Context: an optimization exercise on an open-source flow, tuned for small area, a short achievable clock period and few clock cycles per item. The choices shown serve that exercise and are no tape-out recipe. At most, simulation tests tie the RTL to the original design; equivalence was not proved. Power and IR drop assume default switching activity.

==> flow/design.v <==
package aud_dma_pkg;
    typedef enum logic [1:0] {
        ST_IDLE = 2'd0,
        ST_REQ  = 2'd1,
        ST_DATA = 2'd2
    } dma_state_t;
    localparam logic [2:0]  AXI_SIZE_64    = 3'd3;
    localparam logic [1:0]  AXI_BURST_INCR = 2'b01;
    localparam int unsigned BYTES_PER_BEAT = 8;
    function automatic logic [31:0] burst_bytes(input logic [4:0] beats);
        burst_bytes = {27'd0, beats} * BYTES_PER_BEAT;
    endfunction
endpackage
module aud_smp_gate #(
    parameter int              ID_W   = 4,
    parameter logic [ID_W-1:0] AXI_ID = 1
) (
    input  logic            rvalid,
    input  logic [ID_W-1:0] rid,
    input  logic            smp_ready,
    input  logic [1:0]      oc,
    output logic            smp_valid,
    output logic            rready
);
    assign smp_valid = rvalid & (oc != 2'd0) & (rid == AXI_ID);
    assign rready    = smp_ready & (oc != 2'd0);
endmodule
module audio_rd_dma #(
    parameter int              ID_W        = 4,
    parameter logic [ID_W-1:0] AXI_ID      = 1,
    parameter int              BURST_BEATS = 8,
    parameter int              FIFO_DEPTH  = 32
) (
    input  logic            gclk,
    input  logic            gresetn,
    input  logic            cfg_start,
    input  logic            cfg_stop,
    input  logic [31:0]     cfg_base,
    input  logic [15:0]     cfg_words,
    input  logic            cfg_loop,
    output logic            busy,
    output logic            done,
    output logic            err,
    output logic [ID_W-1:0] aid,
    output logic [31:0]     aaddr,
    output logic            avalid,
    output logic            awrite,
    output logic [3:0]      alen,
    output logic [2:0]      asize,
    output logic [1:0]      aburst,
    input  logic            aready,
    input  logic [ID_W-1:0] rid,
    input  logic [63:0]     rdata,
    input  logic            rlast,
    input  logic            rvalid,
    output logic            rready,
    output logic [63:0]     smp_data,
    output logic            smp_valid,
    input  logic            smp_ready
);
    localparam logic [1:0] MAX_OUT = 2'd3;
    logic [25:0] aaddr_r;      
    logic [12:0] whi_r;        
    logic [2:0]  llen_r;       
    logic [12:0] rem_r;        
    logic        full_s;       
    logic        lastq_r;      
    logic        loop_r;
    logic        busy_r, done_r, err_r, stop_r, avalid_r;
    logic        prd_r;        
    logic [1:0]  oc_r;         
    logic [2:0]  db_r;         
    logic        start_s, stop_now_s, acc_s, act_s, beat_s, id_ok_s;
    logic        last_burst_s, last_exp_s, cmp_s;
    logic        nat_end_s, stop_end_s, restart_s, adv_s;
    logic [12:0] addr_b_s;
    logic        addr_ci_s;
    logic [14:0] lo_sum_s;
    logic [12:0] hi_nxt_s;
    logic        hi_fix_r;     
    logic [12:0] rem_nxt_s;
    assign full_s     = (llen_r == 3'd7);
    assign start_s    = cfg_start & ~busy_r;
    assign stop_now_s = busy_r & (cfg_stop | stop_r);
    assign acc_s      = avalid_r & aready;
    assign act_s      = (oc_r != 2'd0);
    assign id_ok_s    = (rid == AXI_ID);
    assign beat_s     = rvalid & smp_ready & act_s;
    assign last_burst_s = prd_r & (oc_r == 2'd1);
    assign last_exp_s   = (db_r == 3'd7) | (last_burst_s & (db_r == llen_r));
    assign cmp_s        = beat_s & last_exp_s;
    assign nat_end_s  = cmp_s & last_burst_s & ~loop_r;
    assign stop_end_s = stop_now_s & ~avalid_r & (oc_r == 2'd0);
    assign restart_s  = busy_r & prd_r & loop_r & (oc_r == 2'd0);
    assign addr_b_s  = prd_r ? ~whi_r : 13'd0;
    assign addr_ci_s = prd_r ? full_s : 1'b1;
    assign lo_sum_s  = {1'b0, aaddr_r[12:0], 1'b1} + {1'b0, addr_b_s, addr_ci_s};
    assign hi_nxt_s  = hi_fix_r ? aaddr_r[25:13] - 13'd1 : aaddr_r[25:13] + 13'd1;
    assign rem_nxt_s = prd_r ? whi_r : rem_r - 13'd1;
    assign adv_s     = acc_s | restart_s;
    always_ff @(posedge gclk or negedge gresetn) begin
        if (!gresetn) begin
            busy_r   <= 1'b0;
            done_r   <= 1'b0;
            err_r    <= 1'b0;
            stop_r   <= 1'b0;
            avalid_r <= 1'b0;
            prd_r    <= 1'b0;
            oc_r     <= 2'd0;
            db_r     <= 3'd0;
            hi_fix_r <= 1'b0;
        end else begin
            hi_fix_r <= restart_s & ~lo_sum_s[14];
            case ({acc_s, cmp_s})
                2'b10:   oc_r <= oc_r + 2'd1;
                2'b01:   oc_r <= oc_r - 2'd1;
                default: oc_r <= oc_r;
            endcase
            stop_r <= ~start_s & (stop_r | cfg_stop);
            if (start_s) begin
                busy_r   <= (cfg_words != 16'd0);
                done_r   <= (cfg_words == 16'd0);
                err_r    <= 1'b0;
                avalid_r <= (cfg_words != 16'd0);
                prd_r    <= 1'b0;
            end else begin
                busy_r <= busy_r & ~nat_end_s & ~stop_end_s;
                done_r <= nat_end_s & ~stop_now_s;
                if (beat_s & (~id_ok_s | (rlast != last_exp_s))) begin
                    err_r <= 1'b1;
                end
                if (avalid_r) begin
                    avalid_r <= ~aready;
                end else begin
                    avalid_r <= busy_r & ~stop_now_s & ~prd_r & (oc_r != MAX_OUT);
                end
                if (acc_s & lastq_r) begin
                    prd_r <= 1'b1;
                end else if (restart_s) begin
                    prd_r <= 1'b0;
                end
            end
            if (beat_s) begin
                db_r <= last_exp_s ? 3'd0 : db_r + 3'd1;
            end
        end
    end
    always_ff @(posedge gclk) begin
        if (start_s) begin
            aaddr_r <= cfg_base[31:6];
            whi_r   <= cfg_words[15:3];
            llen_r  <= cfg_words[2:0] - 3'd1;
            rem_r   <= cfg_words[15:3];
            lastq_r <= (cfg_words[15:3] == {12'd0, (cfg_words[2:0] == 3'd0)});
            loop_r  <= cfg_loop;
        end else if (adv_s) begin
            aaddr_r[12:0] <= lo_sum_s[13:1];
            if (~prd_r & (&aaddr_r[12:0])) begin
                aaddr_r[25:13] <= hi_nxt_s;
            end
            rem_r   <= rem_nxt_s;
            lastq_r <= (rem_nxt_s == {12'd0, full_s});
        end else if (hi_fix_r) begin
            aaddr_r[25:13] <= hi_nxt_s;
        end
    end
    assign busy      = busy_r;
    assign done      = done_r;
    assign err       = err_r;
    assign aid       = AXI_ID;
    assign aaddr     = {aaddr_r, 6'd0};
    assign avalid    = avalid_r;
    assign awrite    = 1'b0;
    assign alen      = lastq_r ? {1'b0, llen_r} : 4'd7;
    assign asize     = aud_dma_pkg::AXI_SIZE_64;
    assign aburst    = aud_dma_pkg::AXI_BURST_INCR;
    assign smp_data  = rdata;
    aud_smp_gate u_gate (
        .rvalid    (rvalid),
        .rid       (rid),
        .smp_ready (smp_ready),
        .oc        (oc_r),
        .smp_valid (smp_valid),
        .rready    (rready)
    );
endmodule
export LEC_CHECK = 0
export CAP_MARGIN = 20
export CORE_MARGIN = 2
export CORE_UTILIZATION = 60
export SETUP_SLACK_MARGIN = 2.8
export SLEW_MARGIN = 20
create_clock -name core_clock -period 5.5 [get_ports {gclk}]
standard.sh (not shown) runs the stock make flow with config.mk's settings and CLKGATE_MAP_FILE= SYNTH_SCRIPT=/design/flow/synth_recipe.tcl, a recipe that flattens the netlist after the stock synthesis.
==> flow/flow/run.sh <==
#!/bin/bash
# Layout with the standard.sh (ORFS), with these changes:
#  - synthesis runs flow/my_synth.tcl: synth_recipe.tcl's steps (same Yosys
#    synth -nofsm -noshare, flatten and renaming), except the ABC calls: the
#    design is mapped with flow/abc_map.script, and the small combinational
#    module aud_smp_gate (kept as its own module until the final flatten via
#    SYNTH_KEEP_MODULES) with flow/abc_gate.script; no adder map. Registers
#    are mapped exactly as in the standard synthesis;
#  - port buffers are buf_1, tie cells are not duplicated, CTS settings.
# Output goes to standard.log (ORFS keeps per-step logs under orfs/logs).
set -euo pipefail
export MY_ABC_SCRIPT=$PWD/flow/abc_map.script MY_GATE_SCRIPT=$PWD/flow/abc_gate.script
bash standard.sh SYNTH_SCRIPT=$PWD/flow/my_synth.tcl SYNTH_KEEP_MODULES=aud_smp_gate ADDER_MAP_FILE= SKIP_REPAIR_TIE_FANOUT=1 BUFFER_PORTS_ARGS="-buffer_cell sky130_fd_sc_hd__buf_1" CTS_ARGS="-sink_clustering_enable -repair_clock_nets -dont_use_dummy_load -buf_list sky130_fd_sc_hd__clkbuf_8" finish > standard.log 2>&1
==> flow/flow/abc_gate.script <==
strash; dch; map -D 50
==> flow/flow/abc_map.script <==
&get -n; &st; &dch; &nf -D 1500; &put
==> flow/flow/my_synth.tcl <==
proc synth {args} { yosys synth -nofsm -noshare {*}$args }
# ABC mapping: the design with flow/abc_map.script; the sample-path gating
# module (kept apart by SYNTH_KEEP_MODULES until the flatten below) with
# flow/abc_gate.script, a delay-driven mapping.
proc abc {args} {
  set i [lsearch -exact $args -script]
  set j [lsearch -exact $args -D]
  if {$j >= 0} { set args [lreplace $args $j [expr {$j+1}]] }
  set main [lreplace $args [expr {$i+1}] [expr {$i+1}] $::env(MY_ABC_SCRIPT)]
  set gate [lreplace $args [expr {$i+1}] [expr {$i+1}] $::env(MY_GATE_SCRIPT)]
  puts "MYABC main: $main"
  yosys abc {*}$main $::env(DESIGN_NAME)
  puts "MYABC gate: $gate"
  yosys abc {*}$gate aud_smp_gate
}
source $::env(SCRIPTS_DIR)/synth.tcl
# left out here: clear keep_hierarchy, flatten, clean up, hide names made inside functions, write 1_2_yosys.v
The baseline passed the timing, design-rule and antenna checks.
Testbench counts at the start, summed over its fixed seeds: cycles 12,335, items 9,450.
Edit:
--- a/flow/design.v
+++ b/flow/design.v
@@ -92,11 +92,11 @@
     assign nat_end_s  = cmp_s & last_burst_s & ~loop_r;
     assign stop_end_s = stop_now_s & ~avalid_r & (oc_r == 2'd0);
     assign restart_s  = busy_r & prd_r & loop_r & (oc_r == 2'd0);
-    assign addr_b_s  = prd_r ? ~whi_r : 13'd0;
-    assign addr_ci_s = prd_r ? full_s : 1'b1;
+    assign addr_b_s = 13'd0;
+    assign addr_ci_s = 1'b1;
     assign lo_sum_s  = {1'b0, aaddr_r[12:0], 1'b1} + {1'b0, addr_b_s, addr_ci_s};
     assign hi_nxt_s  = hi_fix_r ? aaddr_r[25:13] - 13'd1 : aaddr_r[25:13] + 13'd1;
-    assign rem_nxt_s = prd_r ? whi_r : rem_r - 13'd1;
+    assign rem_nxt_s = rem_r - 13'd1;
     assign adv_s     = acc_s | restart_s;
     always_ff @(posedge gclk or negedge gresetn) begin
         if (!gresetn) begin
The new run went through all stages and came out clean.
Core utilization fell by 1.4 points.
Routed wire length fell by 24%.
Total power fell by 23%.
Die area fell by 18%.
Sequential power fell by about 9%.
Cell area fell by 21%.
Via count fell by 18%.
Critical path depth does not change.
Final cell count fell by 19%.
Maximum frequency fell by 1.6%.
For the second run of this note, only the layout was checked, not whether the RTL still works.


Setup of the baseline:
audio_rd_dma, a different RTL version from the one above (not shown whole).
For scale: about 510 cells after synthesis, about 69 flip-flops, ~240 I/O pins, about 4700 µm² of cells after synthesis.
==> module audio_rd_dma, before the edit <==
module audio_rd_dma #(
    parameter int              ID_W        = 4,
    parameter logic [ID_W-1:0] AXI_ID      = 1,
    parameter int              BURST_BEATS = 8,
    parameter int              FIFO_DEPTH  = 32
) (
    input  logic            gclk,
    input  logic            gresetn,
    input  logic            cfg_start,
    input  logic            cfg_stop,
    input  logic [31:0]     cfg_base,
    input  logic [15:0]     cfg_words,
    input  logic            cfg_loop,
    output logic            busy,
    output logic            done,
    output logic            err,
    output logic [ID_W-1:0] aid,
    output logic [31:0]     aaddr,
    output logic            avalid,
    output logic            awrite,
    output logic [3:0]      alen,
    output logic [2:0]      asize,
    output logic [1:0]      aburst,
    input  logic            aready,
    input  logic [ID_W-1:0] rid,
    input  logic [63:0]     rdata,
    input  logic            rlast,
    input  logic            rvalid,
    output logic            rready,
    output logic [63:0]     smp_data,
    output logic            smp_valid,
    input  logic            smp_ready
);
    localparam logic [1:0] MAX_OUT = 2'd3;
    logic [25:0] aaddr_r;      
    logic [12:0] whi_r;        
    logic [2:0]  llen_r;       
    logic [12:0] rem_r;        
    logic        full_r;       
    logic        lastq_r;      
    logic        loop_r;
    logic        busy_r, done_r, err_r, stop_r, avalid_r;
    logic        prd_r;        
    logic [1:0]  oc_r;         
    logic [2:0]  db_r;         
    logic        start_s, stop_now_s, acc_s, act_s, beat_s, id_ok_s;
    logic        last_burst_s, last_exp_s, cmp_s;
    logic        nat_end_s, stop_end_s, restart_s, adv_s;
    logic [12:0] addr_b_s;
    logic        addr_ci_s;
    logic [14:0] lo_sum_s;
    logic [12:0] hi_inc_s, hi_dec_s, hi_nxt_s;
    logic [12:0] rem_nxt_s;
    assign start_s    = cfg_start & ~busy_r;
    assign stop_now_s = busy_r & (cfg_stop | stop_r);
    assign acc_s      = avalid_r & aready;
    assign act_s      = (oc_r != 2'd0);
    assign id_ok_s    = (rid == AXI_ID);
    assign beat_s     = rvalid & smp_ready & act_s;
    assign last_burst_s = prd_r & (oc_r == 2'd1);
    assign last_exp_s   = (db_r == 3'd7) | (last_burst_s & (db_r == llen_r));
    assign cmp_s        = beat_s & last_exp_s;
    assign nat_end_s  = cmp_s & last_burst_s & ~loop_r;
    assign stop_end_s = stop_now_s & ~avalid_r & (oc_r == 2'd0);
    assign restart_s  = prd_r & loop_r & ~stop_now_s & (oc_r == 2'd0);
    assign addr_b_s  = prd_r ? ~whi_r : 13'd0;
    assign addr_ci_s = prd_r ? full_r : 1'b1;
    assign lo_sum_s  = {1'b0, aaddr_r[12:0], 1'b1} + {1'b0, addr_b_s, addr_ci_s};
    assign hi_inc_s  = aaddr_r[25:13] + 13'd1;
    assign hi_dec_s  = aaddr_r[25:13] - 13'd1;
    always_comb begin
        case ({prd_r, lo_sum_s[14]})
            2'b01:   hi_nxt_s = hi_inc_s;
            2'b10:   hi_nxt_s = hi_dec_s;
            default: hi_nxt_s = aaddr_r[25:13];
        endcase
    end
    assign rem_nxt_s = prd_r ? whi_r : rem_r - 13'd1;
    assign adv_s     = acc_s | restart_s;
    always_ff @(posedge gclk or negedge gresetn) begin
        if (!gresetn) begin
            busy_r   <= 1'b0;
            done_r   <= 1'b0;
            err_r    <= 1'b0;
            stop_r   <= 1'b0;
            avalid_r <= 1'b0;
            prd_r    <= 1'b0;
            oc_r     <= 2'd0;
            db_r     <= 3'd0;
        end else begin
            case ({acc_s, cmp_s})
                2'b10:   oc_r <= oc_r + 2'd1;
                2'b01:   oc_r <= oc_r - 2'd1;
                default: oc_r <= oc_r;
            endcase
            stop_r <= ~start_s & (stop_r | cfg_stop);
            if (start_s) begin
                busy_r   <= (cfg_words != 16'd0);
                done_r   <= (cfg_words == 16'd0);
                err_r    <= 1'b0;
                avalid_r <= (cfg_words != 16'd0);
                prd_r    <= 1'b0;
            end else begin
                busy_r <= busy_r & ~nat_end_s & ~stop_end_s;
                done_r <= nat_end_s & ~stop_now_s;
                if (beat_s & (~id_ok_s | (rlast != last_exp_s))) begin
                    err_r <= 1'b1;
                end
                if (avalid_r) begin
                    avalid_r <= ~aready;
                end else begin
                    avalid_r <= busy_r & ~stop_now_s & ~prd_r & (oc_r != MAX_OUT);
                end
                if (acc_s & lastq_r) begin
                    prd_r <= 1'b1;
                end else if (restart_s) begin
                    prd_r <= 1'b0;
                end
            end
            if (beat_s) begin
                db_r <= last_exp_s ? 3'd0 : db_r + 3'd1;
            end
        end
    end
    always_ff @(posedge gclk) begin
        if (start_s) begin
            aaddr_r <= cfg_base[31:6];
            whi_r   <= cfg_words[15:3];
            llen_r  <= cfg_words[2:0] - 3'd1;
            full_r  <= (cfg_words[2:0] == 3'd0);
            rem_r   <= cfg_words[15:3];
            lastq_r <= (cfg_words[15:3] == {12'd0, (cfg_words[2:0] == 3'd0)});
            loop_r  <= cfg_loop;
        end else if (adv_s) begin
            aaddr_r <= {hi_nxt_s, lo_sum_s[13:1]};
            rem_r   <= rem_nxt_s;
            lastq_r <= (rem_nxt_s == {12'd0, full_r});
        end
    end
    assign busy      = busy_r;
    assign done      = done_r;
    assign err       = err_r;
    assign aid       = AXI_ID;
    assign aaddr     = {aaddr_r, 6'd0};
    assign avalid    = avalid_r;
    assign awrite    = 1'b0;
    assign alen      = lastq_r ? {1'b0, llen_r} : 4'd7;
    assign asize     = aud_dma_pkg::AXI_SIZE_64;
    assign aburst    = aud_dma_pkg::AXI_BURST_INCR;
    assign rready    = smp_ready & act_s;
    assign smp_data  = rdata;
    assign smp_valid = rvalid & id_ok_s & act_s;
endmodule
clock: 5.5 ns
lec_check: 0
cap_margin: 20
core_margin: 2
core_utilization: 60
setup_slack_margin: 2.5
slew_margin: 20
==> flow/flow/run.sh <==
#!/bin/bash
# Layout with the standard.sh (ORFS), with two changes:
#  - synthesis runs flow/my_synth.tcl: synth_recipe.tcl's steps, except that
#    the ABC mapping uses Yosys's default ABC script with a delay target
#    (registers are mapped exactly as in the standard synthesis);
#  - extra ORFS settings passed as make variables (see below).
# Each tool's output goes to standard.log (ORFS keeps per-step logs in orfs/logs).
set -euo pipefail
export MY_ABC_NOSCRIPT=1 MY_ABC_D=3000
bash standard.sh SYNTH_SCRIPT=$PWD/flow/my_synth.tcl ADDER_MAP_FILE= BUFFER_PORTS_ARGS="-buffer_cell sky130_fd_sc_hd__buf_1" finish > standard.log 2>&1
==> flow/flow/my_synth.tcl <==
proc synth {args} { yosys synth -nofsm -noshare {*}$args }
# Map with a custom ABC script instead of the speed script.
proc abc {args} {
  set i [lsearch -exact $args -script]
  if {$i >= 0 && [info exists ::env(MY_ABC_SCRIPT)]} { lset args [expr {$i+1}] $::env(MY_ABC_SCRIPT) }
  if {[info exists ::env(MY_ABC_D)]} { set j [lsearch -exact $args -D]; if {$j>=0} {lset args [expr {$j+1}] $::env(MY_ABC_D)} }
  if {[info exists ::env(MY_ABC_NOSCRIPT)]} { set i [lsearch -exact $args -script]; set args [lreplace $args $i [expr {$i+1}]] }
  if {[info exists ::env(MY_ABC_NOD)]} { set j [lsearch -exact $args -D]; if {$j>=0} {set args [lreplace $args $j [expr {$j+1}]]} }
  puts "MYABC: $args"
  yosys abc {*}$args
}
source $::env(SCRIPTS_DIR)/synth.tcl
# left out here: clear keep_hierarchy, flatten, clean up, hide names made inside functions, write 1_2_yosys.v
Edits applied to the flow inputs when going from the baseline to the candidate:
-- flow/design.v --
<<< the baseline, line 60
    logic        last_burst_s, last_exp_s, cmp_s;
    logic        nat_end_s, stop_end_s, restart_s, adv_s;
    logic [12:0] addr_b_s;
    logic        addr_ci_s;
    logic [14:0] lo_sum_s;
    logic [12:0] hi_inc_s, hi_dec_s, hi_nxt_s;
    logic [12:0] rem_nxt_s;
    assign start_s    = cfg_start & ~busy_r;
>>> the candidate, line 60
    logic        last_burst_s, last_exp_s, cmp_s;
    logic        nat_end_s, stop_end_s, restart_s, adv_s;
    logic [25:0] addr_b_s;
    logic        addr_ci_s;
    logic [12:0] rem_nxt_s;
    assign start_s    = cfg_start & ~busy_r;
<<< the baseline, line 77
    assign stop_end_s = stop_now_s & ~avalid_r & (oc_r == 2'd0);
    assign restart_s  = prd_r & loop_r & ~stop_now_s & (oc_r == 2'd0);
    assign addr_b_s  = prd_r ? ~whi_r : 13'd0;
    assign addr_ci_s = prd_r ? full_r : 1'b1;
    assign lo_sum_s  = {1'b0, aaddr_r[12:0], 1'b1} + {1'b0, addr_b_s, addr_ci_s};
    assign hi_inc_s  = aaddr_r[25:13] + 13'd1;
    assign hi_dec_s  = aaddr_r[25:13] - 13'd1;
    always_comb begin
        case ({prd_r, lo_sum_s[14]})
            2'b01:   hi_nxt_s = hi_inc_s;
            2'b10:   hi_nxt_s = hi_dec_s;
            default: hi_nxt_s = aaddr_r[25:13];
        endcase
    end
    assign rem_nxt_s = prd_r ? whi_r : rem_r - 13'd1;
    assign adv_s     = acc_s | restart_s;
>>> the candidate, line 75
    assign stop_end_s = stop_now_s & ~avalid_r & (oc_r == 2'd0);
    assign restart_s  = prd_r & loop_r & ~stop_now_s & (oc_r == 2'd0);
    assign addr_b_s  = prd_r ? {13'h1fff, ~whi_r} : 26'd0;
    assign addr_ci_s = prd_r ? full_r : 1'b1;
    assign rem_nxt_s = prd_r ? whi_r : rem_r - 13'd1;
    assign adv_s     = acc_s | restart_s;
<<< the baseline, line 146
            loop_r  <= cfg_loop;
        end else if (adv_s) begin
            aaddr_r <= {hi_nxt_s, lo_sum_s[13:1]};
            rem_r   <= rem_nxt_s;
            lastq_r <= (rem_nxt_s == {12'd0, full_r});
>>> the candidate, line 134
            loop_r  <= cfg_loop;
        end else if (adv_s) begin
            aaddr_r <= aaddr_r + addr_b_s + {25'd0, addr_ci_s};
            rem_r   <= rem_nxt_s;
            lastq_r <= (rem_nxt_s == {12'd0, full_r});
Results
Taking the baseline as the reference, in the candidate combinational power share rose by 0.9 points, combined global-route utilization of all metal layers went up. Compared the candidate against the baseline; sequential power within noise. The candidate vs. the baseline: cell area picked up an extra 190 µm², number of nets in the layout picked up an extra 31. Diff the baseline -> the candidate | met2 wirelength from detailed routing | increase of about 16%. met1 routed wirelength after detailed routing in the candidate is 3.6% above the baseline. In the candidate, the die extent in y came out about 1% above the value in the baseline.
Function was not checked in any run of this note: the RTL went through the layout flow alone.

-- afterwards: timing with drivers on the ports --
Ports are ideal in the flow. The routed layouts listed here were re-timed in OpenROAD. Step 1: set_driving_cell puts a clkbuf_16 on gclk and a buf_2 on each other input, an assumption about the parent block. Step 2 adds t to the input delays and takes it off the output delays; t is the mean of the earliest and latest rising clock arrival at the registers after step 1. Input paths then give back, and output paths get back, about the clock's delay inside the block. a / b / c = ideal ports / drivers / drivers and shift; a / b = the first two.
| run | t (ns) | slack for setup (ns) | worst slew at a driven data input, ns |
|---|---|---|---|
| the first run of note 1 | 0.357 | 2.842 / 2.821 / 2.592 | 0.12 |
| the second run of note 1 | 0.332 | 2.798 / 2.776 / 2.641 | 0.10 |
| the baseline | 0.363 | 1.152 / 1.152 / 1.152 | 0.09 |
| the candidate | 0.365 | 1.846 / 1.846 / 1.846 | 0.11 |
After both steps setup and hold are still met in every run listed. The setup slack of the first run of note 1, which loses most, moves by -0.021 ns with the drivers and by -0.250 ns with both steps.
